This design comes from an exercise in tuning for small area, a short achievable clock period and few clock cycles per item on the open sky130 flow, not from production work. Function was checked by simulation only, so behaviour that the tests miss may differ from the original.

==> flow/design.v (excerpt) <==
module alu_datapath (
	input  wire        clock,
	input  wire        rst_n,
	input  wire [31:0] bus,
	input  wire        y_in,
	input  wire        start,
	input  wire [3:0]  op,
	output wire [31:0] z_hi,
	output wire [31:0] z_lo,
	output logic       done,
	output logic       busy
);
	localparam int W = 37;    
	localparam logic [3:0] OP_AND = 4'd0, OP_OR = 4'd1, OP_NEG = 4'd2, OP_NOT = 4'd3,
		OP_ADD = 4'd4, OP_SUB = 4'd5, OP_MUL = 4'd6, OP_DIV = 4'd7,
		OP_SHR = 4'd8, OP_SHRA = 4'd9, OP_SHL = 4'd10, OP_ROR = 4'd11, OP_ROL = 4'd12;
	logic [31:0] y_q;       
	logic        ypend;     
	logic [31:0] b_q;       
	logic        f_and, f_or, f_not, f_ar, f_shr, f_shra, f_shl, f_rot;
	logic [4:0]  rsh_q;     
	logic [4:0]  lsa_q, lsd_q;    
	logic        x_inv_q, w_b_q, w_inv_q;
	logic        v_s;       
	logic        p_div;     
	logic        st_mul;    
	logic        st_p2;     
	logic        st_dit;    
	logic        st_fin;    
	logic        st_last;   
	logic        xs_a;      
	logic [4:0]  cnt;
	logic [31:0] a_q;       
	logic [32:0] c_q;       
	logic        lc;        
	logic [31:0] q_q;       
	logic [1:0]  dg_one, dg_two, dg_neg;    
	logic        neg_q, neg_r;
	logic [63:0] z_q;
	wire take     = start & ~busy;
  ...
For scale: about 280 flip-flops, about 110 I/O pins.
export LEC_CHECK = 0
export CAP_MARGIN = 20
export CORE_MARGIN = 2
export CORE_UTILIZATION = 45
export SLEW_MARGIN = 20
create_clock -name core_clock -period 13.0 [get_ports {clock}]
standard.sh (not shown) runs the stock make flow with config.mk's settings and CLKGATE_MAP_FILE= SYNTH_SCRIPT=/design/flow/synth_recipe.tcl, a recipe that flattens the netlist after the stock synthesis.
==> flow/flow/run.sh <==
#!/bin/bash
set -euo pipefail
bash standard.sh "BUFFER_PORTS_ARGS=-buffer_cell sky130_fd_sc_hd__buf_1" SETUP_SLACK_MARGIN=9 finish > standard_flow.log 2>&1
Testbench counts at the start, summed over its fixed seeds: cycles 9,493, ops 2,400.
Edit:
--- a/flow/design.v
+++ b/flow/design.v
@@ -75,12 +75,14 @@
 	logic [31:0] a_q;       
 	logic [32:0] c_q;       
 	logic        lc;        
 	logic [31:0] q_q;       
 	logic [1:0]  dg_one, dg_two, dg_neg;    
 	logic        neg_q, neg_r;
+	logic        triv_q;    
+	logic        bz_q;      
 	logic [63:0] z_q;
 	wire take     = start & ~busy;
 	wire mul_end  = st_mul & (cnt == 5'd7);
 	wire div_end  = st_dit & (cnt == 5'd31);
 	logic [31:0] ax_src;
 	always_comb begin
@@ -93,20 +95,21 @@
 	wire [31:0] aw = xs_a ? c_q[31:0] : ({32{w_b_q}} & (b_q ^ {32{w_inv_q}}));
 	wire        acin = x_inv_q | (w_b_q & w_inv_q) | (xs_a & lc);
 	wire [32:0] addr_w = {ax, 1'b1} + {aw, acin};
 	wire [31:0] addr = addr_w[32:1];
 	wire [31:0] sh_src = st_p2 ? q_q : y_q;
 	wire [4:0]  sh_amt = st_p2 ? cnt : b_q[4:0];
+	wire [5:0]  mk_amt = {st_p2 & triv_q, sh_amt};    
 	logic [31:0] rot;
 	always_comb begin
 		rot = sh_src;
 		for (int i = 0; i < 5; i++) begin
 			if (rsh_q[i]) rot = (rot >> (1 << i)) | (rot << (32 - (1 << i)));
 		end
 	end
-	wire [31:0] lomask = ~(32'hffffffff << sh_amt);
+	wire [31:0] lomask = mk_amt[5] ? 32'hffffffff : ~(32'hffffffff << mk_amt[4:0]);
 	wire [31:0] himask = ~(32'hffffffff >> sh_amt);
 	wire [31:0] sh_lo = rot & lomask;
 	wire [31:0] sh_shl = rot & ~lomask;
 	wire [31:0] sh_shr = rot & ~himask;
 	wire [31:0] sh_shra = sh_shr | (himask & {32{y_q[31]}});
 	wire [31:0] sres = ({32{f_and}} & (y_q & b_q)) | ({32{f_or}} & (y_q | b_q)) |
@@ -184,14 +187,14 @@
 		if (p_div) rsh_q <= kclneg;    
 		else rsh_q <= ((op == OP_SHL) | (op == OP_ROL)) ? 5'd0 - bus[4:0] : bus[4:0];
 		lsa_q  <= ls_y;
 		lsd_q  <= lsb31(bus);
 		xs_a    <= (take & (op == OP_MUL)) | st_mul | st_fin;
 		x_inv_q <= (take & ((op == OP_NEG) | ((op == OP_DIV) & (ypend ? b_q[31] : y_q[31])))) |
-		           (div_end & neg_q) | (p_div & triv & ((y_q[31] ^ b_q[31]) | bz));
-		w_b_q   <= (take & ((op == OP_ADD) | (op == OP_SUB))) | st_p2 | (st_dit & ~div_end);
+		           ((div_end | (st_p2 & triv_q)) & neg_q);
+		w_b_q   <= (take & ((op == OP_ADD) | (op == OP_SUB))) | (st_p2 & ~triv_q) | (st_dit & ~div_end);
 		w_inv_q <= (take & (op == OP_SUB)) | (st_p2 & ~b_q[31]) | (st_dit & (~addr[31] ^ b_q[31]));
 	end
 	always_ff @(posedge clock or negedge rst_n) begin
 		if (!rst_n) begin
 			v_s     <= 1'b0;
 			p_div   <= 1'b0;
@@ -203,15 +206,15 @@
 			busy    <= 1'b0;
 			done    <= 1'b0;
 		end else begin
 			v_s     <= take & (op != OP_MUL) & (op != OP_DIV);
 			p_div   <= take & (op == OP_DIV);
 			st_mul  <= (take & (op == OP_MUL)) | (st_mul & ~mul_end);
-			st_p2   <= p_div & ~triv;
-			st_dit  <= st_p2 | (st_dit & ~div_end);
-			st_fin  <= div_end | (p_div & triv);
+			st_p2   <= p_div;
+			st_dit  <= (st_p2 & ~triv_q) | (st_dit & ~div_end);
+			st_fin  <= div_end | (st_p2 & triv_q);
 			st_last <= mul_end | st_fin;
 			if (take) busy <= (op == OP_MUL) | (op == OP_DIV);
 			else if (mul_end | st_fin) busy <= 1'b0;
 			done    <= v_s | st_last;
 		end
 	end
@@ -219,31 +222,32 @@
 		if (!busy) cnt <= 5'd0;
 		else if (p_div) cnt <= triv ? 5'd0 : kcl;
 		else if (st_mul | st_dit) cnt <= cnt + 5'd1;
 		if (p_div) begin
 			neg_q  <= (y_q[31] ^ b_q[31]) | bz;
 			neg_r  <= y_q[31];
+			triv_q <= triv;
+			bz_q   <= bz;
 		end
 		if (!busy | st_mul) begin
 			dg_one <= {dn1[2], dn0[2]};
 			dg_two <= {dn1[1], dn0[1]};
 			dg_neg <= {dn1[0], dn0[0]};
 		end
 		if (!busy) lc <= 1'b0;
 		else if (st_mul) lc <= low[4];
 		else if (st_fin) lc <= neg_r;
 		if (st_mul) a_q <= s2[35:4];
 		else if (st_fin) a_q <= s2[31:0];
 		else if (st_p2) a_q <= sh_lo;
-		else if (st_dit | (p_div & triv)) a_q <= addr;    
+		else if (st_dit) a_q <= addr;
 		if (st_mul) c_q <= c2[36:4];
 		else if (st_fin) c_q <= {1'b0, c2[31:0]};
-		if (p_div) q_q <= triv ? {31'd0, bz} : addr;    
-		else if (st_fin) q_q <= addr;
+		if (p_div | st_fin) q_q <= addr;
 		else if (st_mul) q_q <= {low[3:0], mq[31:4]};
-		else if (st_p2) q_q <= sh_shl;
+		else if (st_p2) q_q <= {sh_shl[31:1], sh_shl[0] | bz_q};
 		else if (st_dit) q_q <= {q_q[30:0], ~addr[31]};
 	end
 	always_ff @(posedge clock or negedge rst_n) begin
 		if (!rst_n) z_q <= '0;
 		else if (v_s) z_q <= {32'd0, sres};
 		else if (st_last) z_q <= {addr, q_q};
Worst setup slack is better by 0.22 ns.
Die area came out lower by about 2.7%.
Global-route usage came out lower by 2.2 points.
Area after synthesis came out lower by 2.7%.
Non-clock buffer count came out lower by 33.
Utilization came out lower by 0.52 points.
Flip-flop and latch count came out higher by 2.
Testbench counts after the change, summed over its fixed seeds: cycles 9,521, ops 2,400.

[afterwards: timing with drivers on the ports]
Ports are ideal in the flow. The routed layouts listed here were re-timed in OpenROAD. Step 1: set_driving_cell puts a clkbuf_16 on clock and a buf_2 on each other input, an assumption about the parent block. Step 2 also shifts input and output timing later by t, the mid clock arrival at the registers, as if the neighbouring blocks saw the same clock. Slacks: ideal / step 1 / step 2; pairs: ideal / step 1.
run	shift t [ns]	slack for setup (ns)	hold WS [ns]	worst setup path at the end	slew at the worst register clock pin (ns)
the first run	0.661	8.783 / 8.783 / 8.455	0.481 / 0.481 / 0.481	input to register	0.07 / 0.07
the second run	0.637	9.001 / 8.993 / 8.544	0.487 / 0.487 / 0.487	input to register	0.07 / 0.07
After both steps setup and hold are still met in every run listed. For the second run, which loses most, drivers alone change the setup slack by -0.008 ns; drivers and shift together by -0.457 ns.
